What follows belongs to an exercise in optimizing a design on an open flow for small area, a short achievable clock period and few clock cycles per item; a production flow would make more cautious choices. Where RTL was checked, it was by simulation tests only, not by an equivalence proof against the original. Only the layout flow was run in runs 3 to 5; the RTL was not checked for function there. Power figures rest on the tool's default switching activity, not on a simulated workload.

==> flow/design.v <==
`default_nettype none
package srrw_pkg;
    localparam int FRAME_W = 24;
    localparam int TIMER_W = 16;
    localparam int BYTES_W = 16;
    localparam int OSLOT_W = 5;
    typedef logic [1:0] t_code;
    localparam t_code OP_START  = 2'd0;
    localparam t_code OP_TICK   = 2'd1;
    localparam t_code OP_ARRIVE = 2'd2;
    localparam t_code KIND_REQ     = 2'd0;
    localparam t_code KIND_DLV     = 2'd1;
    localparam t_code KIND_DLV_REQ = 2'd2;
    localparam logic [1:0] REG_LAST_FRAME = 2'd0;
    localparam logic [1:0] REG_TIMEOUT    = 2'd1;
    localparam logic [1:0] REG_TAIL_BYTES = 2'd2;
    typedef enum logic [8:0] {
        ST_IDLE  = 9'b000000001,
        ST_NORM  = 9'b000000010,
        ST_START = 9'b000000100,
        ST_TRD   = 9'b000001000,
        ST_TUPD  = 9'b000010000,
        ST_TEND  = 9'b000100000,
        ST_TREQ  = 9'b001000000,
        ST_ARR   = 9'b010000000,
        ST_DLV   = 9'b100000000
    } t_state;
endpackage
`default_nettype wire
`default_nettype none
module srrw_ram #(
    parameter int WIDTH = 8,
    parameter int DEPTH = 4
) (
    input  wire logic                                       i_clk,
    input  wire logic                                       i_wr_en,
    input  wire logic [((DEPTH > 1) ? $clog2(DEPTH) : 1)-1:0] i_wr_addr,
    input  wire logic [WIDTH-1:0]                           i_wr_data,
    input  wire logic                                       i_rd_en,
    input  wire logic [((DEPTH > 1) ? $clog2(DEPTH) : 1)-1:0] i_rd_addr,
    output logic      [WIDTH-1:0]                           o_rd_data
);
    logic [WIDTH-1:0] r_mem [DEPTH];
    always_ff @(posedge i_clk) begin
        if (i_wr_en) begin
            r_mem[i_wr_addr] <= i_wr_data;
        end
        if (i_rd_en) begin
            o_rd_data <= r_mem[i_rd_addr];
        end
    end
endmodule
`default_nettype wire
`default_nettype none
module selective_repeat_receive_window #(
    parameter int WINDOW_SLOTS = 32,
    parameter int FRAME_BYTES  = 1000
) (
    input  wire logic                          i_clk,
    input  wire logic                          i_rst_n,
    input  wire logic                          start,
    output logic                               busy,
    input  wire logic [1:0]                    i_opcode,
    input  wire logic [srrw_pkg::FRAME_W-1:0]  i_frame_number,
    output logic                               o_valid,
    output logic [1:0]                         o_kind,
    output logic [srrw_pkg::FRAME_W-1:0]       o_request_frame,
    output logic [srrw_pkg::FRAME_W-1:0]       o_deliver_frame,
    output logic [srrw_pkg::OSLOT_W-1:0]       o_deliver_slot,
    output logic [srrw_pkg::BYTES_W-1:0]       o_deliver_bytes,
    output logic                               o_complete,
    output logic                               o_last,
    input  wire logic                          psel,
    input  wire logic                          penable,
    input  wire logic                          pwrite,
    input  wire logic [3:0]                    paddr,
    input  wire logic [31:0]                   pwdata,
    output logic [31:0]                        prdata,
    output logic                               pready
);
    localparam int NS = 32;
    localparam int FW = srrw_pkg::FRAME_W;
    localparam int TW = srrw_pkg::TIMER_W;
    localparam int BW = srrw_pkg::BYTES_W;
    localparam int HW = FW - 5;      
    logic [FW-1:0] r_lfi;
    logic [TW-1:0] r_timeout;
    logic [BW-1:0] r_tail;
    logic [4:0]    r_wm1;        
    logic [FW-1:0] r_bf;         
    logic [4:0]    r_bs;         
    logic [4:0]    r_bsm;        
    logic [NS-1:0] r_rcv;
    logic [FW-1:0] r_frame [NS];
    logic [TW-1:0] r_tinv [NS];  
    logic          r_st;         
    logic [4:0]    r_k;
    logic          r_ch;         
    logic [4:0]    r_cnt;        
    logic          r_red;        
    logic          r_park;       
    logic cfg_wr;
    assign pready = 1'b1;
    assign cfg_wr = psel && penable && pwrite;
    assign busy   = r_st || r_ch || r_park;
    always_comb begin
        case (paddr[3:2])
            srrw_pkg::REG_LAST_FRAME: prdata = 32'(r_lfi);
            srrw_pkg::REG_TIMEOUT:    prdata = 32'(r_timeout);
            srrw_pkg::REG_TAIL_BYTES: prdata = 32'(r_tail);
            default:                  prdata = 32'd0;
        endcase
    end
    logic [4:0] wr_wm1;
    assign wr_wm1 = (pwdata[FW-1:5] == '0) ? pwdata[4:0] : 5'd31;
    always_ff @(posedge i_clk) begin
        if (!i_rst_n) begin
            r_lfi     <= '0;
            r_timeout <= TW'(10);
            r_tail    <= '0;
            r_wm1     <= '0;
        end else if (cfg_wr) begin
            case (paddr[3:2])
                srrw_pkg::REG_LAST_FRAME: begin
                    r_lfi <= pwdata[FW-1:0];
                    r_wm1 <= wr_wm1;
                end
                srrw_pkg::REG_TIMEOUT:    r_timeout <= pwdata[TW-1:0];
                srrw_pkg::REG_TAIL_BYTES: r_tail    <= pwdata[BW-1:0];
                default: ;
            endcase
        end
    end
    logic w32;
    assign w32 = (r_wm1 == 5'd31);
    logic [HW-1:0] bf_hi;
    logic [4:0]    bf_lo;
    logic [HW:0]   bf_hi1;       
    logic [4:0]    kofs;         
    logic          bf_ok, done, refill;
    logic [FW-1:0] nfr;          
    assign bf_hi  = r_bf[FW-1:5];
    assign bf_lo  = r_bf[4:0];
    assign bf_hi1 = {1'b0, bf_hi} + (HW+1)'(1);
    assign kofs   = r_bsm - bf_lo;
    assign bf_ok  = (r_bf <= r_lfi);
    assign done   = (r_bf == r_lfi);
    assign refill = ({bf_hi1, bf_lo} <= {1'b0, r_lfi});
    assign nfr    = {bf_hi1[HW-1:0], bf_lo};
    logic          bsm_gt;
    logic          take, park, direct, prun;
    logic          op_start, op_tick, arr_d, arr_p;
    assign bsm_gt   = (r_bsm > r_wm1);
    assign take     = start && !busy;
    assign park     = take && (i_opcode != srrw_pkg::OP_START) &&
                      (r_red || (!w32 && i_opcode == srrw_pkg::OP_ARRIVE));
    assign direct   = take && !r_red && (w32 || i_opcode != srrw_pkg::OP_ARRIVE);
    assign prun     = r_park && !bsm_gt;
    assign op_start = take && (i_opcode == srrw_pkg::OP_START);
    assign op_tick  = (direct && i_opcode == srrw_pkg::OP_TICK) ||
                      (prun && o_kind == srrw_pkg::OP_TICK);
    assign arr_d    = direct && (i_opcode == srrw_pkg::OP_ARRIVE);
    assign arr_p    = prun && (o_kind == srrw_pkg::OP_ARRIVE);
    logic [HW-1:0] f_hi;
    logic [4:0]    f_lo;
    logic          d_eq, d_inc, d_brw, d_in, d_base;
    logic [4:0]    d_s;
    assign f_hi   = i_frame_number[FW-1:5];
    assign f_lo   = i_frame_number[4:0];
    assign d_eq   = (f_hi == bf_hi);
    assign d_inc  = (f_hi == bf_hi1[HW-1:0]) && !bf_hi1[HW];
    assign d_brw  = (f_lo < bf_lo);
    assign d_in   = d_brw ? d_inc : d_eq;
    assign d_s    = f_lo + kofs;
    assign d_base = d_eq && (f_lo == bf_lo);
    logic [HW-1:0] p_hi;
    logic [4:0]    p_lo, p_d;
    logic          p_eq, p_inc, p_brw, p_in, p_base;
    logic [5:0]    p_sum;
    logic [4:0]    p_s;
    assign p_hi   = o_request_frame[FW-1:5];
    assign p_lo   = o_request_frame[4:0];
    assign p_eq   = (p_hi == bf_hi);
    assign p_inc  = (p_hi == bf_hi1[HW-1:0]) && !bf_hi1[HW];
    assign p_brw  = (p_lo < bf_lo);
    assign p_d    = p_lo - bf_lo;
    assign p_in   = (p_brw ? p_inc : p_eq) && (p_d <= r_wm1);
    assign p_sum  = 6'(r_bsm) + 6'(p_d);
    assign p_s    = (p_sum > 6'(r_wm1)) ? 5'(p_sum - 6'(r_wm1) - 6'd1) : p_sum[4:0];
    assign p_base = p_eq && (p_lo == bf_lo);
    logic [NS-1:0] arr_set;
    logic          chain0;
    always_comb begin
        for (int k = 0; k < NS; k++)
            arr_set[k] = (arr_d && d_in && d_s == 5'(k)) || (arr_p && p_in && p_s == 5'(k));
    end
    assign chain0 = ((arr_d && d_base) || (arr_p && p_base)) && !r_rcv[r_bsm] && bf_ok;
    logic          dlv;
    logic [BW-1:0] bytes;
    logic [4:0]    s_next;
    logic          dlv_last;
    logic [NS-1:0] rf_at;        
    assign dlv      = chain0 || r_ch;
    assign bytes    = (done && r_tail != '0 && r_tail < BW'(FRAME_BYTES)) ? r_tail : BW'(FRAME_BYTES);
    assign s_next   = (r_bsm == r_wm1) ? 5'd0 : r_bsm + 5'd1;
    assign dlv_last = done || (r_cnt == r_wm1) || !r_rcv[s_next];
    always_comb begin
        for (int k = 0; k < NS; k++) rf_at[k] = dlv && refill && (r_bsm == 5'(k));
    end
    logic [NS-1:0] in_w, elig, hit, sel;
    logic          any_hit;
    logic [FW-1:0] sel_frame;
    logic [NS-1:0] seen;         
    always_comb begin
        logic [NS-1:0] pre;
        sel_frame = '0;
        for (int k = 0; k < NS; k++) begin
            in_w[k] = (5'(k) <= r_wm1);
            elig[k] = !r_rcv[k] && in_w[k];
            hit[k]  = elig[k] && (&r_tinv[k][TW-1:1]);
        end
        pre = hit;
        for (int l = 1; l < NS; l = l * 2) begin
            for (int k = NS - 1; k >= 0; k--) begin
                if ((k / l) % 2 == 1) pre[k] = pre[k] | pre[(k / l) * l - 1];
            end
        end
        seen = {pre[NS-2:0], 1'b0};
        for (int k = 0; k < NS; k++) begin
            sel[k] = hit[k] && !seen[k];
            sel_frame = sel_frame | (sel[k] ? r_frame[k] : '0);
        end
        any_hit = pre[NS-1];
    end
    logic [TW-1:0] t_next [NS];
    always_comb begin
        for (int k = 0; k < NS; k++) begin
            logic ld, dec, all_lo, c;
            ld     = op_start || (op_tick && sel[k]) || rf_at[k];
            dec    = op_tick && elig[k] && !(&r_tinv[k]);
            all_lo = 1'b1;
            c      = 1'b0;
            for (int i = 0; i < TW; i++) begin
                if (i % 4 == 0) c = dec && all_lo;
                t_next[k][i] = ld ? !r_timeout[i] : r_tinv[k][i] ^ c;
                c      = c && r_tinv[k][i];
                all_lo = all_lo && r_tinv[k][i];
            end
        end
    end
    logic          st_wr;
    logic [4:0]    st_idx;
    logic          fw_en;
    logic [4:0]    fw_idx;
    logic [FW-1:0] fw_data;
    assign st_wr   = op_start || r_st;
    assign st_idx  = r_st ? r_k : 5'd0;
    assign fw_en   = st_wr || (dlv && refill);
    assign fw_idx  = st_wr ? st_idx : r_bsm;
    assign fw_data = st_wr ? FW'(st_idx) : nfr;
    always_ff @(posedge i_clk) begin
        for (int k = 0; k < NS; k++) begin
            if (fw_en && fw_idx == 5'(k)) r_frame[k] <= fw_data;
            r_tinv[k] <= t_next[k];
        end
    end
    always_ff @(posedge i_clk) begin
        if (!i_rst_n) begin
            r_rcv   <= '1;
            r_bf    <= '0;
            r_bs    <= '0;
            r_bsm   <= '0;
            r_st    <= 1'b0;
            r_k     <= '0;
            r_ch    <= 1'b0;
            r_cnt   <= '0;
            r_red   <= 1'b0;
            r_park  <= 1'b0;
            o_valid <= 1'b0;
        end else begin
            o_valid <= 1'b0;
            if (r_red) begin
                if (bsm_gt) r_bsm <= r_bsm - r_wm1 - 5'd1;
                else        r_red <= 1'b0;
            end
            if (cfg_wr && paddr[3:2] == srrw_pkg::REG_LAST_FRAME) begin
                r_bsm <= r_bs;
                r_red <= (r_bs > wr_wm1);
            end
            if (park) begin
                r_park          <= 1'b1;
                o_kind          <= i_opcode;
                o_request_frame <= i_frame_number;
            end
            if (direct || prun) begin
                r_park <= 1'b0;
                r_bs   <= r_bsm;
            end
            r_rcv <= (r_rcv | arr_set) & ~rf_at;
            if (op_start) begin
                r_red <= 1'b0;
                r_bf  <= '0;
                r_bs  <= '0;
                r_bsm <= '0;
                r_rcv <= ~in_w;
                r_st  <= (r_wm1 != '0);
                r_k   <= 5'd1;
                o_valid         <= 1'b1;
                o_kind          <= srrw_pkg::KIND_REQ;
                o_request_frame <= '0;
                o_deliver_frame <= '0;
                o_deliver_slot  <= '0;
                o_deliver_bytes <= '0;
                o_complete      <= 1'b0;
                o_last          <= (r_wm1 == '0);
            end
            if (r_st) begin
                r_k  <= r_k + 5'd1;
                r_st <= (r_k != r_wm1);
                o_valid         <= 1'b1;
                o_kind          <= srrw_pkg::KIND_REQ;
                o_request_frame <= FW'(r_k);
                o_deliver_frame <= '0;
                o_deliver_slot  <= '0;
                o_deliver_bytes <= '0;
                o_complete      <= 1'b0;
                o_last          <= (r_k == r_wm1);
            end
            if (op_tick) begin
                o_valid         <= any_hit;
                o_kind          <= srrw_pkg::KIND_REQ;
                o_request_frame <= sel_frame;
                o_deliver_frame <= '0;
                o_deliver_slot  <= '0;
                o_deliver_bytes <= '0;
                o_complete      <= 1'b0;
                o_last          <= 1'b1;
            end
            if (dlv) begin
                r_bf  <= r_bf + FW'(1);
                r_bs  <= s_next;
                r_bsm <= s_next;
                r_ch  <= !dlv_last;
                r_cnt <= dlv_last ? 5'd0 : r_cnt + 5'd1;
                o_valid         <= 1'b1;
                o_kind          <= refill ? srrw_pkg::KIND_DLV_REQ : srrw_pkg::KIND_DLV;
                o_request_frame <= refill ? nfr : '0;
                o_deliver_frame <= r_bf;
                o_deliver_slot  <= r_bsm;
                o_deliver_bytes <= bytes;
                o_complete      <= done;
                o_last          <= dlv_last;
            end
        end
    end
endmodule
`default_nettype wire
==> flow/run.sh <==
#!/bin/bash
# synth_recipe.tcl (not shown) runs the flow's synth.tcl, then flattens the netlist and writes it again
# the make line also repeats each setting of config.mk as NAME=value (left out here)
make -C /OpenROAD-flow-scripts/flow DESIGN_CONFIG=/design/flow/config.mk WORK_HOME=/design/flow/orfs CLKGATE_MAP_FILE= SYNTH_SCRIPT=/design/flow/synth_recipe.tcl finish
==> flow/config.mk <==
export PLATFORM = sky130hd
export DESIGN_NAME = selective_repeat_receive_window
export DESIGN_NICKNAME = selective_repeat_receive_window
export VERILOG_FILES = /design/flow/design.v
export SDC_FILE = /design/flow/constraint.sdc
export NUM_CORES = 4
export LEC_CHECK = 0
export CAP_MARGIN = 20
export CORE_MARGIN = 2
export CORE_UTILIZATION = 40
export SETUP_SLACK_MARGIN = 5
export SLEW_MARGIN = 20
==> flow/constraint.sdc <==
create_clock -name core_clock -period 9.0 [get_ports {i_clk}]
set_input_delay 1.8000 -clock core_clock [delete_from_list [all_inputs] [get_ports {i_clk}]]
set_output_delay 1.8000 -clock core_clock [all_outputs]
set_load 0.01 [all_outputs]
==> results of run 1 <==
sequential cells by signal (all words and copies together), names as in the netlist, 2 cells and up:
name,count
o_deliver_bytes,16
o_deliver_frame,24
o_deliver_slot,5
o_kind,2
o_request_frame,24
r_bf,24
r_bs,5
r_bsm,5
r_cnt,5
r_frame,768
r_k,5
r_lfi,24
r_rcv,32
r_tail,16
r_timeout,16
r_tinv,512
r_wm1,5
area by class of cell:
class / count / area, um^2 / share of cell area [%]
flip-flops and latches: 1495 / 38400 / 39.9
multi-input cells: 4196 / 36100 / 37.4
diodes: 3 / 7.51 / 0.00778
well taps: 2340 / 2930 / 3.04
clock inverters: 85 / 1050 / 1.09
inverters: 362 / 1430 / 1.48
repair buffers: 987 / 12200 / 12.6
clock buffers: 206 / 4330 / 4.49
kinds of logic (layout without fill, tap and decap cells):
| kind of cell | after synthesis | in the layout | synth area share (%) |
|---|---|---|---|
| multiplexers | 385 | 385 | 5.59 |
| flip-flops | 1495 | 1495 | 54.1 |
| XOR/XNOR | 242 | 242 | 2.99 |
| AO/OA/AOI/OAI | 1158 | 1175 | 11.2 |
| adder cells (fa/ha/maj) | 487 | 487 | 8.68 |
| buffers and inverters | 727 | 1640 | 4.24 |
| other | 2 | 18 | 0.0106 |
| AND/OR/NAND/NOR | 1868 | 1892 | 13.2 |
repair_timing:
action,CTS,global route
pin swaps,276,167
resized for setup,1002,409
endpoints found under the setup margin,2095,1459
buffers inserted,450,125
cloned,95,13
layer usage:
layer	share of wire (%)	vias up	routed length, um	track usage, %
met5	0	-	0	0
met3	11	769	32000	7.31
li1	-	25300	-	-
met1	40	29200	112000	40.5
met4	5.2	0	14700	13.6
met2	44	3373	123000	45.3
power by group through the flow:
stage | Clock (W) | Sequential [W] | Combinational (W)
after global routing | 0.00713 | 0.00753 | 0.00193
after floorplan | 0 | 0.00762 | 0.000863
after global placement | 0 | 0.00765 | 0.00121
after detailed placement | 0 | 0.00766 | 0.00123
final | 0.00680 | 0.00751 | 0.00184
after CTS | 0.00685 | 0.00751 | 0.00163
layout by cell type (no fill, tap or decap), types with 51 or more instances in the layout:
cell and n:
and3_1 55, edfxtp_1 841, ha_4 81, mux2i_1 367
xnor2_1 159, inv_1 315, buf_16 52, a22oi_1 110
a31oi_1 52, nor2_1 255, clkbuf_16 170, buf_6 201
ha_1 364, buf_12 166, o21ai_0 91, clkdlybuf4s50_1 97
a21oi_1 226, nor3_1 63, a21oi_2 60, nand3_1 189
nor2_2 51, and2_1 55, nand2_1 496, o22ai_1 53
buf_4 373, nor2_4 80, dfxtp_1 613, nand4_1 177
tightest hold or removal path, delay by kind of cell, from the launching register on:
family          cells  cell delay (ns)
compound gates      1             0.05
flops               1             0.31
simple gates        1             0.05
metrics by stage:
stage	cell area (um^2)	setup WS, ns	utilization, %
after CTS	93400	4.44	53.0
final	96400	4.38	54.8
after detailed placement	78000	2.03	44.3
after floorplan	73900	4.45	-
after global routing	96400	4.23	54.8
after global placement	78000	2.12	44.3
how the worst max path moves through the flow:
stage	startpoint	end
2_1_floorplan	i_frame_number[15]	r_frame[30][0]
3_3_place_gp	i_frame_number[13]	r_frame[31][10]
3_5_place_dp	i_frame_number[13]	r_frame[31][10]
4_1_cts	r_bf[5]	r_frame[15][3]
5_1_grt	o_request_frame[0]	r_rcv[13]
6_report	r_bf[17]	r_frame[15][11]
==> impl_metrics.toml, run 1 <==
[outcome]
status = "no timing/DRC/antenna violations"

[worst_setup_path]
crit_cells = 20
cp.required_ns = 9.56
rrSetupSlack_ns = 4.38
critPathSlowestCell = "or4_4"
endpoint_kind = "flip-flop"
cp.arrival_ns = 5.17
r2r_end = "r_frame[15][11]"
critPathTopFamily = "simple AND/OR/NAND/NOR gates"
worstPathMaxFanout = 9
cp_cell_sequence = "buf_12, nand4_1, or4_4, nor2_2, xor2_2, ha_1, nand4_1, nor4_4, a211oi_2, nand4_1, buf_6, a21boi_4, buf_6, a31oi_4, or3_4, buf_6, nor2_4, buf_12, buf_12, buf_12"
path_buf_inv = 7
r2r-start = "r_bf[17]"
startpoint_type = "flip-flop"
cpMostUsedCell = "buf_12"
r2r_cells = 20
max_stage_delay_ns = 0.63
path_class = "reg -> reg"

[logic_synthesis]
yosysWarnings = 4
async_flop_share_pct = 0
yosysTopAreaCell = "edfxtp_1"
syn_area_um2 = 70900
synth_edf_count = 841
synth_most_common_cell = "edfxtp_1"
yosys-top-cells-count = "841 x edfxtp_1, 654 x dfxtp_1, 559 x nand2_1, 479 x ha_1, 369 x mux2i_1"
ys.flop_type = "edfxtp_1"
synthTopCellsByArea = "edfxtp_1 36%, dfxtp_1 18%, ha_1 8.5%"
synth-seq-cells = 1495
yosysUniqueCellTypes = 109
synth_top_area_share_pct = 35.6
syn_avg_cell_area_um2 = 11.1
syn-instance-count = 6364
yosysSeqAreaShare_pct = 54.1

[cts]
numCtsBuffers = 158
ctsHoldBuffers = 0
cts_tree = "yes"
clk-insertion-delay-late_ns = 0.84
clockRootBuffer = "clkbuf_16"
clkSlewWorstSetupHoldPaths_ns = 0.06
cts.sinks = 1495
cts-htree-levels = 4
cts_buffer_depth = 3

[cells_and_area]
layout-drive-gt1-share_pct = 28.8
layout.nets = 7755
fill_cells = 14500
final_cells = 9674
syn_to_final_growth_pct = 36.1

[place]
io_buffers = 156
place_congestion = 0.975
dp_cells = 8694
place.detailed.hpwl_um = 162000

[timing]
rsz0062_at_grt = "true"
setup_tns_ns = 0
hold_viol = 0
max_freq_ghz = 0.217
worstMarginPinSlew_ns = 1.27
slew_viol_final = 0
finalCritPeriodShare_pct = 51.3
holdWs_ns = 0.465
fin_skew_ns = 0.0385
finalCriticalPeriod_ns = 4.62
slew_headroom_pct = 14.3
setup-violations-final = 0

[die]
fp.dieH_um = 425
io_pins = 176
core_um2 = 176000
dieArea_um2 = 181000
num_rows = 154
start_util_pct = 40.2
die_w_um = 425

[worst_hold_path]
holdPathStages = 2
hold_start = "r_lfi[20]"
hold_class = "reg -> reg"
hold_end = "r_lfi[20]"

[global_routing]
grt_pass1_vias = 55500
groute.usage.overall_pct = 29.9
antenna_found_initial = 3
grt_pass1_wl_um = 394000
grt_start_max_net_pins = 86
grt-ovfl-total = 0

[flow_run]
drv_cap = 0

[drt]
drt_iter0_drc = 7435
wl_per_cell_um = 29.1
dr_total_vias = 58600
viasPerCell = 6.06
ant_nets = 0
drc = 0
routed_wl_um = 281000
drt-pass1-iter-count = 6

[pwr]
swShare_pct = 25.7
switchingPower_w = 0.00415
leakage_nw = 38.2
p_per_area_nw_per_um2 = 167
vdd_drop_max_mv = 0.201
p_seq_share_pct = 46.5
p_int_w = 0.0120
total_power_w = 0.0162
p_clk_share_pct = 42.1
power_frac_comb_pct = 11.4
Testbench counts, summed over its fixed seeds: cycles 9,473, items 4,808.
==> inputs of run 2 (changes only) <==
--- a/flow/design.v
+++ b/flow/design.v
@@ -85,2 +85,12 @@
     localparam int HW = FW - 5;      
+    function automatic logic [31:0] below_all(input logic [31:0] x);
+        logic [31:0] p;
+        p = x;
+        for (int l = 1; l < 32; l = l * 2) begin
+            for (int k = 31; k >= 0; k--) begin
+                if ((k / l) % 2 == 1) p[k] = p[k] & p[(k / l) * l - 1];
+            end
+        end
+        below_all = {p[30:0], 1'b1};
+    endfunction
     logic [FW-1:0] r_lfi;
@@ -101,2 +111,11 @@
     logic          r_park;       
+    logic          r_odlv;       
+    logic [FW-1:0] r_ofr;        
+    logic          r_bfok;       
+    logic          r_refill;     
+    logic [NS-1:0] r_ldm;        
+    logic [NS-1:0] r_pdm;        
+    logic          r_fwv;        
+    logic [4:0]    r_fwi;
+    logic [FW-1:0] r_fwd;
     logic cfg_wr;
@@ -143,7 +162,11 @@
     assign bf_lo  = r_bf[4:0];
-    assign bf_hi1 = {1'b0, bf_hi} + (HW+1)'(1);
+    logic [31:0] bf_pa;          
+    assign bf_pa  = below_all({8'd0, r_bf});
+    logic [31:0] hi_pa;
+    assign hi_pa  = below_all({13'd0, bf_hi});
+    assign bf_hi1 = {1'b0, bf_hi} ^ hi_pa[HW:0];
     assign kofs   = r_bsm - bf_lo;
-    assign bf_ok  = (r_bf <= r_lfi);
+    assign bf_ok  = r_bfok;
     assign done   = (r_bf == r_lfi);
-    assign refill = ({bf_hi1, bf_lo} <= {1'b0, r_lfi});
+    assign refill = r_refill;
     assign nfr    = {bf_hi1[HW-1:0], bf_lo};
@@ -198,3 +221,2 @@
     logic          dlv;
-    logic [BW-1:0] bytes;
     logic [4:0]    s_next;
@@ -203,3 +225,2 @@
     assign dlv      = chain0 || r_ch;
-    assign bytes    = (done && r_tail != '0 && r_tail < BW'(FRAME_BYTES)) ? r_tail : BW'(FRAME_BYTES);
     assign s_next   = (r_bsm == r_wm1) ? 5'd0 : r_bsm + 5'd1;
@@ -213,4 +234,7 @@
     logic [NS-1:0] seen;         
+    logic          to_le1;
+    assign to_le1 = (r_timeout[TW-1:1] == '0);
     always_comb begin
         logic [NS-1:0] pre;
+        logic          le1, le2;
         sel_frame = '0;
@@ -219,3 +243,5 @@
             elig[k] = !r_rcv[k] && in_w[k];
-            hit[k]  = elig[k] && (&r_tinv[k][TW-1:1]);
+            le1     = &r_tinv[k][TW-1:1];
+            le2     = (&r_tinv[k][TW-1:2]) && (r_tinv[k][1] || r_tinv[k][0]);
+            hit[k]  = elig[k] && (r_ldm[k] ? to_le1 : r_pdm[k] ? le2 : le1);
         end
@@ -234,13 +260,16 @@
     end
+    logic [FW-1:0] tick_frame;   
+    assign tick_frame = (r_fwv && sel[r_fwi]) ? r_fwd : sel_frame;
     logic [TW-1:0] t_next [NS];
+    logic [NS-1:0] ld_m;
     always_comb begin
         for (int k = 0; k < NS; k++) begin
-            logic ld, dec, all_lo, c;
-            ld     = op_start || (op_tick && sel[k]) || rf_at[k];
-            dec    = op_tick && elig[k] && !(&r_tinv[k]);
-            all_lo = 1'b1;
-            c      = 1'b0;
+            logic dec, all_lo, c;
+            ld_m[k] = op_start || (op_tick && sel[k]) || rf_at[k];
+            dec     = r_pdm[k] && !(&r_tinv[k]);
+            all_lo  = 1'b1;
+            c       = 1'b0;
             for (int i = 0; i < TW; i++) begin
-                if (i % 4 == 0) c = dec && all_lo;
-                t_next[k][i] = ld ? !r_timeout[i] : r_tinv[k][i] ^ c;
+                if (i % 8 == 0) c = dec && all_lo;
+                t_next[k][i] = r_ldm[k] ? !r_timeout[i] : r_tinv[k][i] ^ c;
                 c      = c && r_tinv[k][i];
@@ -262,6 +291,14 @@
         for (int k = 0; k < NS; k++) begin
-            if (fw_en && fw_idx == 5'(k)) r_frame[k] <= fw_data;
+            if (r_fwv && r_fwi == 5'(k)) r_frame[k] <= r_fwd;
             r_tinv[k] <= t_next[k];
         end
+        r_ofr <= r_bf;
+        r_fwi <= fw_idx;
+        r_fwd <= fw_data;
     end
+    logic          tail_ok;
+    assign tail_ok         = (r_tail != '0) && (r_tail < BW'(FRAME_BYTES));
+    assign o_deliver_frame = r_odlv ? r_ofr : '0;
+    assign o_deliver_slot  = !r_odlv ? '0 : (r_bsm == '0) ? r_wm1 : r_bsm - 5'd1;
+    assign o_deliver_bytes = !r_odlv ? '0 : (o_complete && tail_ok) ? r_tail : BW'(FRAME_BYTES);
     always_ff @(posedge i_clk) begin
@@ -279,4 +316,14 @@
             o_valid <= 1'b0;
+            r_odlv  <= 1'b0;
+            r_bfok  <= 1'b1;
+            r_refill <= 1'b0;
+            r_ldm   <= '0;
+            r_pdm   <= '0;
+            r_fwv   <= 1'b0;
         end else begin
             o_valid <= 1'b0;
+            r_odlv  <= dlv;
+            r_ldm   <= ld_m;
+            r_pdm   <= {NS{op_tick}} & elig;
+            r_fwv   <= fw_en;
             if (r_red) begin
@@ -286,4 +333,6 @@
             if (cfg_wr && paddr[3:2] == srrw_pkg::REG_LAST_FRAME) begin
-                r_bsm <= r_bs;
-                r_red <= (r_bs > wr_wm1);
+                r_bsm    <= r_bs;
+                r_red    <= (r_bs > wr_wm1);
+                r_bfok   <= (r_bf <= pwdata[FW-1:0]);
+                r_refill <= ({bf_hi1, bf_lo} <= {1'b0, pwdata[FW-1:0]});
             end
@@ -300,3 +349,5 @@
             if (op_start) begin
-                r_red <= 1'b0;
+                r_red    <= 1'b0;
+                r_bfok   <= 1'b1;
+                r_refill <= (r_lfi[FW-1:5] != '0);
                 r_bf  <= '0;
@@ -310,5 +361,2 @@
                 o_request_frame <= '0;
-                o_deliver_frame <= '0;
-                o_deliver_slot  <= '0;
-                o_deliver_bytes <= '0;
                 o_complete      <= 1'b0;
@@ -322,5 +370,2 @@
                 o_request_frame <= FW'(r_k);
-                o_deliver_frame <= '0;
-                o_deliver_slot  <= '0;
-                o_deliver_bytes <= '0;
                 o_complete      <= 1'b0;
@@ -331,6 +376,3 @@
                 o_kind          <= srrw_pkg::KIND_REQ;
-                o_request_frame <= sel_frame;
-                o_deliver_frame <= '0;
-                o_deliver_slot  <= '0;
-                o_deliver_bytes <= '0;
+                o_request_frame <= tick_frame;
                 o_complete      <= 1'b0;
@@ -339,3 +381,5 @@
             if (dlv) begin
-                r_bf  <= r_bf + FW'(1);
+                r_bfok   <= bf_pa[FW] || (r_bfok && !done);
+                r_refill <= bf_pa[FW] ? (r_lfi[FW-1:5] != '0) : (r_refill && (nfr != r_lfi));
+                r_bf  <= r_bf ^ bf_pa[FW-1:0];
                 r_bs  <= s_next;
@@ -347,5 +391,2 @@
                 o_request_frame <= refill ? nfr : '0;
-                o_deliver_frame <= r_bf;
-                o_deliver_slot  <= r_bsm;
-                o_deliver_bytes <= bytes;
                 o_complete      <= done;
--- a/flow/config.mk
+++ b/flow/config.mk
@@ -10,3 +10,3 @@
 export CORE_UTILIZATION = 40
-export SETUP_SLACK_MARGIN = 5
+export SETUP_SLACK_MARGIN = 4.5
 export SLEW_MARGIN = 20
==> run 2 against run 1 <==
Clock skew is 0.016 ns higher. Sequential share of layout area increased by 5.5 points. Combinational power is 15% lower. Cell count fell by 1.6%. Sequential power rose by 6.8%. Design area fell by 9.6%. Worst hold slack gained 0.032 ns. Total power is 2.0% higher. First-iteration DRC count is 19% lower. Synthesized area increased by 4.2%. Critical path type is now in -> reg. Highest routed layer is now met5.
==> impl_metrics.toml, run 2 <==
[cells_and_area]
fill_cells = 16500
largestRegisters = "r_frame: 768 flops, r_tinv: 512 flops"
syn_to_final_growth_pct = 18.0
largest_reg_flops = 768
layout.nets = 7544
final_cell_mix = "796 x edfxtp_1, 710 x dfxtp_1, 544 x ha_1"
layout-drive-gt1-share_pct = 14.6
final_common_cell = "edfxtp_1"
regMostFlops = "r_frame"

[logic_synthesis]
synthTopCellsByArea = "edfxtp_1 32%, dfxtp_1 21%, ha_1 9.4%"
synth_top_area_share_pct = 32.4
synth_most_common_cell = "edfxtp_1"
synth_edf_count = 796
syn_area_um2 = 73800
async_flop_share_pct = 0
syn_avg_cell_area_um2 = 11.1
yosysSeqAreaShare_pct = 53.4
synth-seq-cells = 1571
yosysWarnings = 4
yosysTopAreaCell = "edfxtp_1"
syn-instance-count = 6667
yosysUniqueCellTypes = 107
ys.flop_type = "edfxtp_1"
yosys-top-cells-count = "796 x edfxtp_1, 775 x dfxtp_1, 552 x ha_1, 519 x inv_1, 490 x nand2_1"

[die]
start_util_pct = 40.3
core_um2 = 183000
num_rows = 157
die_w_um = 434
dieArea_um2 = 188000
io_pins = 176
fp.dieH_um = 434

[timing]
worstMarginPinSlew_ns = 1.21
finalCritPeriodShare_pct = 50.6
setup_ws_ns = 4.44
hold_viol = 0
slew_headroom_pct = 19.2
fin_skew_ns = 0.0543
rsz0062_at_grt = "true"
setup-violations-final = 0
finalCriticalPeriod_ns = 4.56
max_freq_ghz = 0.219
slew_viol_final = 0
setup_tns_ns = 0

[worst_setup_path]
worstPathMaxFanout = 13
path_class = "in -> reg"
endpoint_kind = "flip-flop"
cp.required_ns = 9.67
startpoint_type = "input port"
cp.arrival_ns = 5.23

[global_routing]
grt_start_max_net_pins = 77
antenna_found_initial = 5
grt-ovfl-total = 0
grt_pass1_wl_um = 360000
groute.usage.overall_pct = 25.9
grt_pass1_vias = 53000

[pwr]
leakage_nw = 34.7
p_seq_share_pct = 48.7
vdd_drop_max_mv = 0.212
p_int_w = 0.0123
power_frac_comb_pct = 9.5
p_per_area_nw_per_um2 = 189
switchingPower_w = 0.00418
total_power_w = 0.0165
p_clk_share_pct = 41.8
swShare_pct = 25.4

[cts]
numCtsBuffers = 166
cts-htree-levels = 4
ctsHoldBuffers = 0
clk-insertion-delay-late_ns = 0.84
clockRootBuffer = "clkbuf_16"
cts.sinks = 1571
cts_tree = "yes"
cts_buffer_depth = 3
clkSlewWorstSetupHoldPaths_ns = 0.06

[place]
io_buffers = 150
place.detailed.hpwl_um = 167000
place_ws_ns = 2.53
place_congestion = 0.989

[worst_hold_path]
hold_class = "reg -> reg"

[drt]
ant_nets = 0
wl_per_cell_um = 26.5
drc = 0
drt_iter0_drc = 6041
dr_total_vias = 55800
viasPerCell = 5.86
routed_wl_um = 252000
drt-pass1-iter-count = 8

[outcome]
status = "no timing/DRC/antenna violations"

[flow_run]
drv_cap = 0
## run 2: cell count changes after synthesis, sizes merged, moves of 51 or more
| cell | previous run | this run |
|---|---|---|
| inv | 359 | 519 |
| dfxtp | 654 | 775 |
| xnor2 | 187 | 79 |
| nand3 | 214 | 137 |
| mux2i | 369 | 444 |
| xor2 | 55 | 130 |
| ha | 479 | 552 |
| o22ai | 77 | 5 |
| nand2 | 561 | 491 |
| a21oi | 302 | 364 |
| a22oi | 116 | 167 |
## run 2: power groups by stage
stage | clock network, W | registers (W) | logic, W
after floorplan | 0 | 0.00808 | 0.000904
after global placement | 0 | 0.00816 | 0.00126
after detailed placement | 0 | 0.00817 | 0.00130
after CTS | 0.00698 | 0.00802 | 0.00144
after global routing | 0.00725 | 0.00806 | 0.00171
final | 0.00688 | 0.00802 | 0.00156
## run 2: stage by stage
step	instances	area, um^2	hold slack [ns]	utilization [%]
2_1_floorplan	6680	73900	0.350	-
3_3_place_gp	9082	78400	0.472	42.8
3_5_place_dp	9083	78400	0.478	42.8
4_1_cts	9465	85800	0.492	46.8
5_1_grt	9513	87100	0.502	47.5
6_report	9515	87100	0.497	47.5
## run 2: path summary, 6_finish.rpt
check,endpoint,cells past startpoint,slack [ns],from
max reg2reg,r_rcv[23],20,4.47,o_request_frame[0]
min,r_lfi[2],2,0.50,r_lfi[2]
min reg2reg,r_lfi[2],2,0.50,r_lfi[2]
max,r_rcv[23],13,4.44,i_frame_number[15]
## run 2: cell type report
type / count / area (um^2) / share of cell area (%)
clock inverters: 79 / 926 / 1.06
flip-flops and latches: 1571 / 39500 / 45.4
diodes: 3 / 7.51 / 0.00862
inverters: 522 / 1990 / 2.28
clock buffers: 221 / 4510 / 5.18
repair buffers: 444 / 4120 / 4.73
well taps: 2464 / 3080 / 3.54
multi-input cells: 4211 / 33000 / 37.8
## run 2: per-layer routing
layer / up-vias / part of all wire [%] / GRT usage (%)
met5: - / 0.0052 / 0
met4: 2 / 3.4 / 8.52
met3: 462 / 7.8 / 3.98
met2: 2417 / 46 / 41.5
met1: 27900 / 43 / 35.9
li1: 25000 / - / -
## run 2: logic make-up (layout without fill, tap and decap cells)
kind of cell / after synthesis / after routing / share of synthesized area (%)
other cells: 2 / 18 / 0.0102
xor+xnor: 210 / 210 / 2.51
simple gates: 1721 / 1722 / 11.8
buf+inv: 899 / 1266 / 4.87
compound gates: 1246 / 1246 / 11.4
flops: 1571 / 1571 / 53.4
mux: 458 / 458 / 6.38
fa+ha+maj: 560 / 560 / 9.57
## run 2: critical path, stage by stage
cell,delay (ns)
clkdlybuf4s50_1,0.68
xnor2_1,0.16
nand3_1,0.09
nor3_1,0.20
nand3_2,0.18
nand3b_1,0.30
o41ai_4,0.12
a41oi_4,0.27
nor3_1,0.27
buf_4,0.30
nand2_1,0.15
o21ai_0,0.49
o221ai_1,0.21
## run 2: what timing repair did
| item | 4_1_cts | 5_1_grt |
|---|---|---|
| pin swaps | 42 | 73 |
| setup endpoints to repair | 207 | 130 |
| setup buffers | 75 | 44 |
| resized for setup | 435 | 244 |
| cloned | 7 | 3 |
Testbench counts of run 2, summed over its fixed seeds: cycles 9,473, items 4,808.
==> inputs of run 3 (changes only) <==
--- a/flow/design.v
+++ b/flow/design.v
@@ -99,2 +99,4 @@
     logic [4:0]    r_wm1;        
+    logic          r_w32;        
+    logic [31:0]   r_inw;        
     logic [FW-1:0] r_bf;         
@@ -111,2 +113,8 @@
     logic          r_park;       
+    logic          r_prun;       
+    logic [4:0]    r_ps;         
+    logic          r_pin;        
+    logic          r_pbase;      
+    logic          r_tailok;     
+    logic [4:0]    r_oslot;      
     logic          r_odlv;       
@@ -123,3 +131,3 @@
     assign cfg_wr = psel && penable && pwrite;
-    assign busy   = r_st || r_ch || r_park;
+    assign busy   = r_st || r_ch || r_park || r_prun;
     always_comb begin
@@ -140,2 +148,4 @@
             r_wm1     <= '0;
+            r_w32     <= 1'b0;
+            r_inw     <= 32'd1;
         end else if (cfg_wr) begin
@@ -145,5 +155,10 @@
                     r_wm1 <= wr_wm1;
+                    r_w32 <= (wr_wm1 == 5'd31);
+                    for (int k = 0; k < 32; k++) r_inw[k] <= (5'(k) <= wr_wm1);
                 end
                 srrw_pkg::REG_TIMEOUT:    r_timeout <= pwdata[TW-1:0];
-                srrw_pkg::REG_TAIL_BYTES: r_tail    <= pwdata[BW-1:0];
+                srrw_pkg::REG_TAIL_BYTES: begin
+                    r_tail   <= pwdata[BW-1:0];
+                    r_tailok <= (pwdata[BW-1:0] != '0) && (pwdata[BW-1:0] < BW'(FRAME_BYTES));
+                end
                 default: ;
@@ -153,3 +168,3 @@
     logic w32;
-    assign w32 = (r_wm1 == 5'd31);
+    assign w32 = r_w32;
     logic [HW-1:0] bf_hi;
@@ -180,3 +195,3 @@
     assign direct   = take && !r_red && (w32 || i_opcode != srrw_pkg::OP_ARRIVE);
-    assign prun     = r_park && !bsm_gt;
+    assign prun     = r_prun;
     assign op_start = take && (i_opcode == srrw_pkg::OP_START);
@@ -217,5 +232,5 @@
         for (int k = 0; k < NS; k++)
-            arr_set[k] = (arr_d && d_in && d_s == 5'(k)) || (arr_p && p_in && p_s == 5'(k));
+            arr_set[k] = (arr_d && d_in && d_s == 5'(k)) || (arr_p && r_pin && r_ps == 5'(k));
     end
-    assign chain0 = ((arr_d && d_base) || (arr_p && p_base)) && !r_rcv[r_bsm] && bf_ok;
+    assign chain0 = ((arr_d && d_base) || (arr_p && r_pbase)) && !r_rcv[r_bsm] && bf_ok;
     logic          dlv;
@@ -241,3 +256,3 @@
         for (int k = 0; k < NS; k++) begin
-            in_w[k] = (5'(k) <= r_wm1);
+            in_w[k] = r_inw[k];
             elig[k] = !r_rcv[k] && in_w[k];
@@ -294,3 +309,7 @@
         end
-        r_ofr <= r_bf;
+        r_ofr   <= r_bf;
+        r_oslot <= r_bsm;
+        r_ps    <= p_s;
+        r_pin   <= p_in;
+        r_pbase <= p_base;
         r_fwi <= fw_idx;
@@ -298,7 +317,5 @@
     end
-    logic          tail_ok;
-    assign tail_ok         = (r_tail != '0) && (r_tail < BW'(FRAME_BYTES));
     assign o_deliver_frame = r_odlv ? r_ofr : '0;
-    assign o_deliver_slot  = !r_odlv ? '0 : (r_bsm == '0) ? r_wm1 : r_bsm - 5'd1;
-    assign o_deliver_bytes = !r_odlv ? '0 : (o_complete && tail_ok) ? r_tail : BW'(FRAME_BYTES);
+    assign o_deliver_slot  = r_odlv ? r_oslot : '0;
+    assign o_deliver_bytes = !r_odlv ? '0 : (o_complete && r_tailok) ? r_tail : BW'(FRAME_BYTES);
     always_ff @(posedge i_clk) begin
@@ -315,2 +332,4 @@
             r_park  <= 1'b0;
+            r_prun  <= 1'b0;
+            r_tailok <= 1'b0;
             o_valid <= 1'b0;
@@ -343,4 +362,8 @@
             end
-            if (direct || prun) begin
+            if (r_park && !bsm_gt) begin
                 r_park <= 1'b0;
+                r_prun <= 1'b1;
+            end
+            if (direct || prun) begin
+                r_prun <= 1'b0;
                 r_bs   <= r_bsm;
==> flow/flow/run.sh (new file) <==
#!/bin/bash
# The standard layout, with every input and output port buffered by a
# sky130_fd_sc_hd__buf_4 instead of the cell buffer_ports picks by default.
# The make output goes to flow_make.log; each ORFS step logs under orfs/logs/.
set -euo pipefail
bash standard.sh "BUFFER_PORTS_ARGS=-buffer_cell sky130_fd_sc_hd__buf_4" finish > flow_make.log 2>&1
==> flow/standard.sh (new file) <==
#!/bin/bash
# synth_recipe.tcl (not shown) runs the flow's synth.tcl, then flattens the netlist and writes it again
# the make line also repeats each setting of config.mk as NAME=value (left out here)
make -C /OpenROAD-flow-scripts/flow DESIGN_CONFIG=/design/flow/config.mk WORK_HOME=/design/flow/orfs CLKGATE_MAP_FILE= SYNTH_SCRIPT=/design/flow/synth_recipe.tcl "${@:-finish}"
--- a/flow/config.mk
+++ b/flow/config.mk
@@ -9,4 +9,4 @@
 export CORE_MARGIN = 2
-export CORE_UTILIZATION = 40
-export SETUP_SLACK_MARGIN = 4.5
+export CORE_UTILIZATION = 65
+export SETUP_SLACK_MARGIN = 5
 export SLEW_MARGIN = 20
removed: flow/run.sh
==> run 3 against run 2 <==
Clock-buffer cell count decreased by 9. Global-route usage increased by 14 points. Die area decreased by 38%. Sequential cell count increased by 45. Worst setup slack improved by 0.13 ns. Cell count decreased by 9.4%. Via count increased by 2.6%. Maximum frequency increased by 2.8%. Highest routed layer unchanged. First-iteration DRC count increased by 26%. Combinational power decreased by 6%. Synthesized cell count increased by 1.4%.
==> impl_metrics.toml, run 3 <==
[pwr]
vdd_drop_max_mv = 0.238
p_per_area_nw_per_um2 = 193
leakage_nw = 34.2
total_power_w = 0.0167

[logic_synthesis]
syn_avg_cell_area_um2 = 10.9
synth-seq-cells = 1616
syn_area_um2 = 73800
ys.flop_type = "dfxtp_1"
yosysWarnings = 6
yosysTopAreaCell = "edfxtp_1"
synth_edf_count = 796
syn-instance-count = 6761
yosysSeqAreaShare_pct = 54.6
synth_top_area_share_pct = 32.4
synth_most_common_cell = "dfxtp_1"
synthTopCellsByArea = "edfxtp_1 32%, dfxtp_1 22%, ha_1 9.3%"
yosys-top-cells-count = "820 x dfxtp_1, 796 x edfxtp_1, 637 x nand2_1, 551 x ha_1, 414 x nor2_1"
yosysUniqueCellTypes = 92
async_flop_share_pct = 0

[cells_and_area]
layout-drive-gt1-share_pct = 16.7
fin_util_pct = 76.8
final_common_cell = "edfxtp_1"
final_cell_mix = "796 x edfxtp_1, 757 x dfxtp_1, 611 x nand2_1"
layout.nets = 7609
largest_reg_flops = 768
final_area_um2 = 86500
syn_to_final_growth_pct = 17.1
largestRegisters = "r_frame: 768 flops, r_tinv: 512 flops"
regMostFlops = "r_frame"

[drt]
viasPerCell = 6.64
routed_wl_um = 240000
ant_nets = 0
dr_total_vias = 57200
drc = 0
drt_iter0_drc = 7631
drt-pass1-iter-count = 8
wl_per_cell_um = 27.8

[cts]
cts_tree = "yes"
numCtsBuffers = 160
cts-htree-levels = 4
clockRootBuffer = "clkbuf_16"
clk-insertion-delay-late_ns = 0.81
cts.sinks = 1616
cts_buffer_depth = 3
clkSlewWorstSetupHoldPaths_ns = 0.06

[place]
io_buffers = 146
place.detailed.hpwl_um = 151000
place_area_um2 = 77000
place_congestion = 1.01

[die]
start_util_pct = 65.6
fp.dieH_um = 341
die_w_um = 341
num_rows = 123
io_pins = 176
dieArea_um2 = 116000
core_um2 = 113000

[global_routing]
groute.usage.overall_pct = 40.0
grt-ovfl-total = 0
grt_pass1_vias = 54200
grt_start_max_net_pins = 76
grt_pass1_wl_um = 345000
antenna_found_initial = 7

[worst_setup_path]
path_class = "in -> out"
worstPathMaxFanout = 6
r2r-start = "r_rcv[5]"
cp.required_ns = 7.20
worstSetupStartpoint = "paddr[2]"
cp.arrival_ns = 2.63
endpoint_kind = "primary output"
startpoint_type = "input port"

[timing]
max_freq_ghz = 0.226
setup-violations-final = 0
worstMarginPinSlew_ns = 1.14
setup_tns_ns = 0
fin_skew_ns = 0.0548
slew_viol_final = 0
hold_viol = 0
finalCritPeriodShare_pct = 49.2
slew_headroom_pct = 24.0
rsz0062_at_grt = "true"
finalCriticalPeriod_ns = 4.43

[flow_run]
drv_cap = 0

[outcome]
status = "no timing/DRC/antenna violations"

[worst_hold_path]
hold_start = "r_tail[12]"
hold_class = "reg -> reg"
==> run 3: changes by cell type in the layout (fill, tap and decap cells not counted), sizes merged, moves of 45 or more <==
cell | before | now
nor2 | 355 | 416
buf | 323 | 429
a22oi | 167 | 111
clkdlybuf4s50 | 91 | 0
dfxtp | 775 | 820
mux2i | 444 | 305
nand2 | 491 | 638
inv | 520 | 367
o21ai | 218 | 359
==> run 3: critical path, cell delays in order <==
cell	delay, ns
buf_16	0.12
nor2b_4	0.20
buf_12	0.14
buf_16	0.11
nand2_4	0.05
o21ai_2	0.07
buf_4	0.14
==> run 3: path summary, 6_finish.rpt <==
check                                           end  slack [ns]  cells past startpoint
worst max-delay path                     prdata[10]        4.57                      7
worst min-delay path                     r_tail[12]        0.47                      2
worst max register to register  o_request_frame[18]        4.82                     16
worst min register to register           r_tail[12]        0.47                      2
==> run 3: logic make-up (layout without fill, tap and decap cells) <==
group | count (synthesis) | count (layout) | synth area share, %
AOI/OAI and AO/OA | 1345 | 1345 | 12.1
xor gates and xnor gates | 207 | 207 | 2.46
adders and majority gates | 559 | 559 | 9.55
buffers and inverters | 787 | 1120 | 4.20
DFF | 1616 | 1616 | 54.6
muxes | 322 | 322 | 4.45
other | 2 | 22 | 0.0102
and+or+nand+nor | 1923 | 1926 | 12.7
==> run 3: layer usage <==
layer / vias to the layer above / GRT usage, % / part of all wire [%]
met5: - / 0 / 0.014
met4: 6 / 23.1 / 6.5
met3: 826 / 8.02 / 11
met2: 3546 / 63.0 / 45
met1: 27700 / 51.6 / 37
li1: 25100 / - / -
==> run 3: power by group <==
group / switching, W / internal [W]
Combinational: 0.000856 / 0.000607
Sequential: 0.000342 / 0.00807
Clock: 0.00298 / 0.00382
Total: 0.00418 / 0.0125
==> run 3: through the flow <==
stage	hold WS (ns)	setup slack, ns	cells
3_3_place_gp	0.440	2.84	8150
6_report	0.466	4.57	8617
4_1_cts	0.457	4.61	8567
5_1_grt	0.486	4.55	8614
2_1_floorplan	0.353	4.58	6778
3_5_place_dp	0.448	2.80	8150
==> run 3: cell type report <==
cell class,count,area [um^2]
antenna,3,7.51
clock buffer,212,4380
clock inverter,82,991
fill,7313,26200
inverter,376,1460
multi-input combinational,4378,32900
sequential,1616,40400
tap,1500,1880
timing repair buffer,444,4400
timing repair inverter,6,30.0
==> run 3: timing repair <==
item,4_1_cts,5_1_grt
hold buffers,0,0
pin swaps,79,65
setup endpoints to repair,202,133
setup buffers,97,43
gates cloned,26,4
resized for setup,360,162
==> inputs of run 4 (changes only) <==
--- a/flow/design.v
+++ b/flow/design.v
@@ -99,4 +99,2 @@
     logic [4:0]    r_wm1;        
-    logic          r_w32;        
-    logic [31:0]   r_inw;        
     logic [FW-1:0] r_bf;         
@@ -148,4 +146,2 @@
             r_wm1     <= '0;
-            r_w32     <= 1'b0;
-            r_inw     <= 32'd1;
         end else if (cfg_wr) begin
@@ -155,4 +151,2 @@
                     r_wm1 <= wr_wm1;
-                    r_w32 <= (wr_wm1 == 5'd31);
-                    for (int k = 0; k < 32; k++) r_inw[k] <= (5'(k) <= wr_wm1);
                 end
@@ -168,3 +162,3 @@
     logic w32;
-    assign w32 = r_w32;
+    assign w32 = (r_wm1 == 5'd31);
     logic [HW-1:0] bf_hi;
@@ -256,3 +250,3 @@
         for (int k = 0; k < NS; k++) begin
-            in_w[k] = r_inw[k];
+            in_w[k] = (5'(k) <= r_wm1);
             elig[k] = !r_rcv[k] && in_w[k];
--- a/flow/config.mk
+++ b/flow/config.mk
@@ -9,3 +9,3 @@
 export CORE_MARGIN = 2
-export CORE_UTILIZATION = 65
+export CORE_UTILIZATION = 40
 export SETUP_SLACK_MARGIN = 5
==> run 4 against run 3 <==
Still clean. Utilization down 29 points. Global-route usage down 16 points. Wire length down 3.3%. Maximum frequency down 6.9%. Total power down 2.4%. Critical path type is now reg -> reg. Critical endpoint is now o_request_frame[4].
==> impl_metrics.toml, run 4 <==
[outcome]
status = "no timing/DRC/antenna violations"

[logic_synthesis]
yosysSeqAreaShare_pct = 54.8
syn-instance-count = 6432
synth_edf_count = 796
synth_top_area_share_pct = 33.0
ys.flop_type = "edfxtp_1"
synth-seq-cells = 1584
yosysWarnings = 6
syn_area_um2 = 72400
yosysTopAreaCell = "edfxtp_1"
yosys-top-cells-count = "796 x edfxtp_1, 788 x dfxtp_1, 551 x ha_1, 503 x inv_1, 461 x nand2_1"
async_flop_share_pct = 0
synth_most_common_cell = "edfxtp_1"
synthTopCellsByArea = "edfxtp_1 33%, dfxtp_1 22%, ha_1 9.5%"
syn_avg_cell_area_um2 = 11.3
yosysUniqueCellTypes = 94

[timing]
slew_viol_final = 0
finalCritPeriodShare_pct = 52.9
slew_headroom_pct = 24.7
hold_viol = 0
worstMarginPinSlew_ns = 1.13
rsz0062_at_grt = "true"
fin_skew_ns = 0.0532
holdWs_ns = 0.458
setup_tns_ns = 0
finalCriticalPeriod_ns = 4.76
max_freq_ghz = 0.210
setup-violations-final = 0
setup_ws_ns = 4.24

[global_routing]
grt-ovfl-total = 0
grt_pass1_wl_um = 335000
grt_start_max_net_pins = 71
groute.usage.overall_pct = 24.3
grt_pass1_vias = 50500
antenna_found_initial = 8

[worst_hold_path]
hold_start = "r_tail[14]"
holdPathStages = 2
hold_class = "reg -> reg"

[worst_setup_path]
r2r-start = "r_timeout[8]"
r2r_cells = 20
endpoint_kind = "flip-flop"
cp.arrival_ns = 5.29
worstPathMaxFanout = 24
rrSetupSlack_ns = 4.24
cp.required_ns = 9.53
startpoint_type = "flip-flop"
path_class = "reg -> reg"
endpoint = "o_request_frame[4]"
r2r_end = "o_request_frame[4]"
worstSetupStartpoint = "r_timeout[8]"

[cts]
clkSlewWorstSetupHoldPaths_ns = 0.06
cts.sinks = 1584
clockRootBuffer = "clkbuf_16"
numCtsBuffers = 163
clk-insertion-delay-late_ns = 0.82
cts_tree = "yes"
ctsHoldBuffers = 0
cts-htree-levels = 4
cts_buffer_depth = 3

[flow_run]
drv_cap = 0

[die]
io_pins = 176
die_w_um = 429
fp.dieH_um = 429
start_util_pct = 40.2
num_rows = 156
core_um2 = 180000
dieArea_um2 = 184000

[place]
place_area_um2 = 76500
place_congestion = 0.993
io_buffers = 146
place.detailed.hpwl_um = 145000
place_ws_ns = 2.82

[pwr]
leakage_nw = 34.9
vdd_drop_max_mv = 0.169
p_per_area_nw_per_um2 = 190

[drt]
routed_wl_um = 232000
wl_per_cell_um = 25.3
drc = 0
wl_met2_um = 107000
viasPerCell = 5.73
ant_nets = 0
dr_total_vias = 52500
drt-pass1-iter-count = 8
top_layer_used = "met5"
drt_iter0_drc = 5207
m1WireLength_um = 99400
wl_met3_um = 18100

[cells_and_area]
layout-drive-gt1-share_pct = 15.6
layout.nets = 7289
regMostFlops = "r_frame"
final_cell_mix = "796 x edfxtp_1, 725 x dfxtp_1, 546 x ha_1"
largest_reg_flops = 768
final_common_cell = "edfxtp_1"
largestRegisters = "r_frame: 768 flops, r_tinv: 512 flops"
fin_util_pct = 47.4
syn_to_final_growth_pct = 18.0
final_area_um2 = 85500
## run 4: repair_timing
| item | 4_1_cts | 5_1_grt |
|---|---|---|
| endpoints found under the setup margin | 188 | 176 |
| pin swaps | 73 | 55 |
| gates cloned | 16 | 5 |
| setup buffers | 90 | 47 |
| resized for setup | 361 | 112 |
## run 4: cells by family (layout without fill, tap and decap cells)
logic type               after synthesis  count (layout)  synth area share (%)
flip-flops                          1584            1584                  54.8
AND/OR/NAND/NOR                     1534            1535                  10.6
AO/OA/AOI/OAI                       1196            1197                  11.1
buffers and inverters                903            1246                  4.96
adder cells (fa/ha/maj)              559             559                  9.74
multiplexers                         446             446                  6.34
XOR/XNOR                             208             208                  2.52
other                                  2              25                0.0104
## run 4: worst min path at each step
| stage | slack, ns | endpoint |
|---|---|---|
| after CTS | 0.46 | r_tail[1] |
| after floorplan | 0.35 | r_ofr[10] |
| after global routing | 0.48 | r_ofr[1] |
| after detailed placement | 0.45 | r_tail[3] |
| after global placement | 0.44 | r_prun |
| final | 0.46 | r_tail[14] |
## run 4: report_power, final
group	total, W	switching (W)	internal (W)
clock network	0.00683	0.00301	0.00382
registers	0.00814	0.000280	0.00786
logic	0.00132	0.000772	0.000544
## run 4: final cells by class
class | count | area, um^2
Antenna cell | 6 | 15.0
Clock buffer | 208 | 4390
Clock inverter | 89 | 982
Fill cell | 16200 | 94900
Inverter | 508 | 1940
Multi-Input combinational cell | 3964 | 31100
Sequential cell | 1584 | 39800
Tap cell | 2370 | 2970
Timing Repair Buffer | 441 | 4270
## run 4: through the flow
| step | std cells | total power (W) |
|---|---|---|
| 5_1_grt | 9167 | 0.0168 |
| 4_1_cts | 9112 | 0.0163 |
| 6_report | 9170 | 0.0163 |
| 2_1_floorplan | 6449 | 0.00907 |
| 3_5_place_dp | 8709 | 0.00949 |
| 3_3_place_gp | 8709 | 0.00943 |
## run 4: per-layer routing
| layer | GRT usage, % | vias up |
|---|---|---|
| met3 | 4.78 | 419 |
| met1 | 33.1 | 26100 |
| met2 | 38.7 | 2118 |
| li1 | - | 23900 |
| met5 | 0 | - |
| met4 | 7.72 | 4 |
## run 4: worst max-delay path, stage by stage, from the launching register on
cell and delay (ns):
dfxtp_2 0.32, or4_4 0.54, nor3_4 0.23, buf_6 0.21
nand2_2 0.09, buf_12 0.16, o211ai_1 0.18, buf_4 0.21
buf_4 0.14, nor4_2 0.05, nand4_4 0.17, buf_12 0.15
nor3_4 0.04, buf_6 0.14, buf_4 0.13, buf_4 0.17
buf_6 0.22, a22o_1 0.27, a2111o_1 0.37, o211ai_1 0.48
o211ai_1 0.16
==> inputs of run 5 (changes only) <==
--- a/flow/design.v
+++ b/flow/design.v
@@ -99,2 +99,4 @@
     logic [4:0]    r_wm1;        
+    logic          r_w32;        
+    logic [31:0]   r_inw;        
     logic [FW-1:0] r_bf;         
@@ -146,2 +148,4 @@
             r_wm1     <= '0;
+            r_w32     <= 1'b0;
+            r_inw     <= 32'd1;
         end else if (cfg_wr) begin
@@ -151,2 +155,4 @@
                     r_wm1 <= wr_wm1;
+                    r_w32 <= (wr_wm1 == 5'd31);
+                    for (int k = 0; k < 32; k++) r_inw[k] <= (5'(k) <= wr_wm1);
                 end
@@ -162,3 +168,3 @@
     logic w32;
-    assign w32 = (r_wm1 == 5'd31);
+    assign w32 = r_w32;
     logic [HW-1:0] bf_hi;
@@ -242,3 +248,5 @@
     logic [FW-1:0] sel_frame;
-    logic [NS-1:0] seen;         
+    logic [NS-1:0] lsel;         
+    logic [3:0]    ghit, gsel;
+    logic [FW-1:0] gframe [4];
     logic          to_le1;
@@ -246,3 +254,2 @@
     always_comb begin
-        logic [NS-1:0] pre;
         logic          le1, le2;
@@ -250,3 +257,3 @@
         for (int k = 0; k < NS; k++) begin
-            in_w[k] = (5'(k) <= r_wm1);
+            in_w[k] = r_inw[k];
             elig[k] = !r_rcv[k] && in_w[k];
@@ -256,17 +263,28 @@
         end
-        pre = hit;
-        for (int l = 1; l < NS; l = l * 2) begin
-            for (int k = NS - 1; k >= 0; k--) begin
-                if ((k / l) % 2 == 1) pre[k] = pre[k] | pre[(k / l) * l - 1];
+        for (int g = 0; g < 4; g++) begin
+            logic [FW-1:0] gf;
+            logic          gs;
+            gf = '0;
+            gs = 1'b0;
+            for (int i = 0; i < 8; i++) begin
+                lsel[8*g+i] = hit[8*g+i] && !gs;
+                gs = gs || hit[8*g+i];
+                gf = gf | (lsel[8*g+i] ? r_frame[8*g+i] : '0);
             end
+            gframe[g] = gf;
+            ghit[g]   = gs;
         end
-        seen = {pre[NS-2:0], 1'b0};
-        for (int k = 0; k < NS; k++) begin
-            sel[k] = hit[k] && !seen[k];
-            sel_frame = sel_frame | (sel[k] ? r_frame[k] : '0);
+        for (int g = 0; g < 4; g++) begin
+            gsel[g] = ghit[g] && !(|(ghit & ((4'd1 << g) - 4'd1)));
+            for (int i = 0; i < 8; i++) sel[8*g+i] = lsel[8*g+i] && !(|(ghit & ((4'd1 << g) - 4'd1)));
+            sel_frame = sel_frame | (gsel[g] ? gframe[g] : '0);
         end
-        any_hit = pre[NS-1];
+        any_hit = |ghit;
     end
+    logic [NS-1:0] fw_at;        
     logic [FW-1:0] tick_frame;   
-    assign tick_frame = (r_fwv && sel[r_fwi]) ? r_fwd : sel_frame;
+    always_comb begin
+        for (int k = 0; k < NS; k++) fw_at[k] = r_fwv && (r_fwi == 5'(k));
+    end
+    assign tick_frame = (|(sel & fw_at)) ? r_fwd : sel_frame;
     logic [TW-1:0] t_next [NS];
--- a/flow/config.mk
+++ b/flow/config.mk
@@ -9,4 +9,4 @@
 export CORE_MARGIN = 2
-export CORE_UTILIZATION = 40
-export SETUP_SLACK_MARGIN = 5
+export CORE_UTILIZATION = 55
+export SETUP_SLACK_MARGIN = 4.8
 export SLEW_MARGIN = 20
==> run 5 against run 4 <==
Worst hold slack improved by 0.0094 ns. Total power rose by 2.9%. Register-to-register slack improved by 0.60 ns. Cell count shrank 4.9%. Combinational power hardly changed. Sequential share of layout area increased by 1.3 points. Wire length rose by 0.60%. Clock power is 2% higher. Utilization increased by 16 points. Highest routed layer unchanged. Sequential power up 3.4%. Synthesized cell count rose by 3.0%. Still clean on timing, DRC and antenna.
==> impl_metrics.toml, run 5 <==
[outcome]
status = "no timing/DRC/antenna violations"

[pwr]
swShare_pct = 24.8
p_clk_share_pct = 41.6
leakage_nw = 33.4
vdd_drop_max_mv = 0.201
p_per_area_nw_per_um2 = 199
p_seq_share_pct = 50.3
power_frac_comb_pct = 8.1
total_power_w = 0.0168
p_int_w = 0.0126
switchingPower_w = 0.00416

[global_routing]
grt_pass1_wl_um = 333000
grt-busiest-layer = "met2"
grt_start_max_net_pins = 69
met1_usage_pct = 44.2
grt-ovfl-total = 0
grt_pass1_vias = 50600
antenna_found_initial = 5
grt_util_met2_pct = 53.9
groute.usage.overall_pct = 33.1
use_met3_pct = 4.92

[logic_synthesis]
yosysWarnings = 7
synth_top_area_share_pct = 32.6
yosysUniqueCellTypes = 103
syn_area_um2 = 73400
yosysTopAreaCell = "edfxtp_1"
synth_most_common_cell = "dfxtp_1"
synth_edf_count = 796
yosysSeqAreaShare_pct = 55.0
yosys-top-cells-count = "820 x dfxtp_1, 796 x edfxtp_1, 632 x nand2_1, 551 x ha_1, 405 x nor2_1"
syn-instance-count = 6628
synth-seq-cells = 1616
synthTopCellsByArea = "edfxtp_1 33%, dfxtp_1 22%, ha_1 9.4%"
async_flop_share_pct = 0
syn_avg_cell_area_um2 = 11.1
ys.flop_type = "dfxtp_1"

[cells_and_area]
final_cell_mix = "796 x edfxtp_1, 776 x dfxtp_1, 615 x nand2_1"
layout.nets = 7440
layout-drive-gt1-share_pct = 13.3
largestRegisters = "r_frame: 768 flops, r_tinv: 512 flops"
regMostFlops = "r_frame"
final_cells = 8717
final_common_cell = "edfxtp_1"
largest_reg_flops = 768
syn_to_final_growth_pct = 15.0

[worst_setup_path]
endpoint_kind = "primary output"
critPathSlowestCell = "nor2b_4"
path_class = "in -> out"
max_stage_delay_ns = 0.19
worstPathMaxFanout = 6
startpoint_type = "input port"
cp.required_ns = 7.20
path_buf_inv = 3
cp.arrival_ns = 2.53
critPathTopFamily = "buffers and inverters"
cp_cell_sequence = "buf_16, nor2b_4, buf_6, nand2_2, o21ai_2, buf_4"

[drt]
drc = 0
ant_nets = 0
drt_iter0_drc = 5390
routed_wl_um = 233000
viasPerCell = 6.14
drt-pass1-iter-count = 6
wl_per_cell_um = 26.7
dr_total_vias = 53500

[cts]
clockRootBuffer = "clkbuf_16"
cts-htree-levels = 4
cts_buffer_depth = 3
clkSlewWorstSetupHoldPaths_ns = 0.06
cts_tree = "yes"
cts.sinks = 1616
numCtsBuffers = 171
clk-insertion-delay-late_ns = 0.82
ctsHoldBuffers = 0

[timing]
finalCritPeriodShare_pct = 48.2
hold_viol = 0
max_freq_ghz = 0.231
slew_headroom_pct = 16.9
fin_skew_ns = 0.0537
rsz0062_at_grt = "true"
setup_tns_ns = 0
worstMarginPinSlew_ns = 1.24
setup-violations-final = 0
finalCriticalPeriod_ns = 4.33
slew_viol_final = 0

[place]
io_buffers = 146
dp_cells = 8320
place_congestion = 1.00
place.detailed.hpwl_um = 149000

[die]
start_util_pct = 55.2
die_w_um = 369
core_um2 = 133000
io_pins = 176
dieArea_um2 = 136000
num_rows = 134
fp.dieH_um = 369

[worst_hold_path]
hold_class = "reg -> reg"

[flow_run]
drv_cap = 0
==> run 5: worst reg2reg max path, stage by stage, from the launching register on <==
cell       delay [ns]
dfxtp_4          0.35
buf_12           0.13
nor4_4           0.14
and4_4           0.35
buf_12           0.15
clkbuf_16        0.20
a32o_2           0.19
buf_12           0.14
nor2_4           0.06
buf_12           0.17
a22o_1           0.21
a222oi_1         0.52
o2111ai_2        0.34
a2111oi_4        0.54
nor3b_2          0.14
a211o_1          0.30
==> run 5: worst paths after layout <==
kind | start | end | slack, ns | depth (start not counted)
setup reg to reg | r_timeout[14] | o_request_frame[11] | 4.84 | 15
hold reg to reg | r_tail[10] | r_tail[10] | 0.47 | 2
setup / recovery | paddr[3] | prdata[0] | 4.67 | 6
hold / removal | r_tail[10] | r_tail[10] | 0.47 | 2
==> run 5: area by class of cell <==
type | instances | area [um^2]
antenna | 3 | 7.51
clock buffer | 242 | 4830
clock inverter | 64 | 731
fill | 10700 | 48600
inverter | 359 | 1370
multi-input combinational | 4266 | 31200
sequential | 1616 | 40400
tap | 1768 | 2210
timing repair buffer | 396 | 3590
timing repair inverter | 3 | 15.0
==> run 5: metal layers <==
layer,up-vias,wire [um]
li1,24700,-
met1,26200,95900
met2,2132,109000
met3,485,16900
met4,2,11100
met5,-,13
==> run 5: power groups by stage <==
stage / registers (W) / logic [W] / clock network (W)
3_5_place_dp: 0.00857 / 0.00129 / 0
3_3_place_gp: 0.00856 / 0.00124 / 0
5_1_grt: 0.00847 / 0.00152 / 0.00737
6_report: 0.00842 / 0.00135 / 0.00698
2_1_floorplan: 0.00847 / 0.000935 / 0
4_1_cts: 0.00842 / 0.00132 / 0.00708
==> run 5: stage by stage <==
step,hold slack [ns],cell area (um^2),util (%),worst slack (ns)
floorplan,0.350,73500,-,4.77
global placement,0.438,76500,57.6,3.09
detailed placement,0.449,76600,57.6,3.01
CTS,0.462,83500,62.8,4.66
global route,0.481,84400,63.5,4.65
finish,0.467,84400,63.5,4.67
==> run 5: cells by family (layout without fill, tap and decap cells) <==
logic type | Yosys count | in the layout | share of synthesized area (%)
xor gates and xnor gates | 206 | 206 | 2.46
other | 2 | 22 | 0.0102
and+or+nand+nor | 1743 | 1743 | 11.4
adders and majority gates | 559 | 559 | 9.62
muxes | 301 | 301 | 4.30
buffers and inverters | 764 | 1064 | 4.27
AOI/OAI and AO/OA | 1437 | 1438 | 13.0
DFF | 1616 | 1616 | 55.0
==> run 5: what timing repair did <==
action                     4_1_cts  5_1_grt
gates cloned                     8        9
pin swaps                       42       26
setup endpoints to repair      180       91
gates resized for setup        198       78
buffers inserted                35       36

re-timing with driven ports:
The results above use ideal ports. As a check the final layouts listed here were re-extracted and re-timed, cells and wires unchanged.
Step 1: set_driving_cell puts a clkbuf_16 on i_clk and a buf_2 on each other input, an assumption about the parent block.
Step 2 moves the port delays by t, midway between the first and last clock arrival at a register: inputs arrive t later, outputs are due t later. That takes back most of the time a late clock gives input paths.
Slacks: no drivers / after step 1 / after step 2; pairs: no drivers / after step 1.
run	t (ns)	setup slack, ns	worst setup path at the end	clock arrival spread, ns
run 1	0.915	4.384 / 4.384 / 3.732	input to register	0.043 / 0.044
run 2	0.910	4.443 / 4.363 / 3.583	input to register	0.055 / 0.054
run 3	0.859	4.568 / 4.461 / 3.917	input to register	0.057 / 0.057
run 4	0.883	4.241 / 4.241 / 3.953	input to register	0.058 / 0.058
run 5	0.875	4.666 / 4.467 / 4.038	input to register	0.056 / 0.056
After both steps every run listed still meets setup and hold. The setup slack of run 2, which loses most, moves by -0.080 ns with the drivers and by -0.860 ns with both steps.
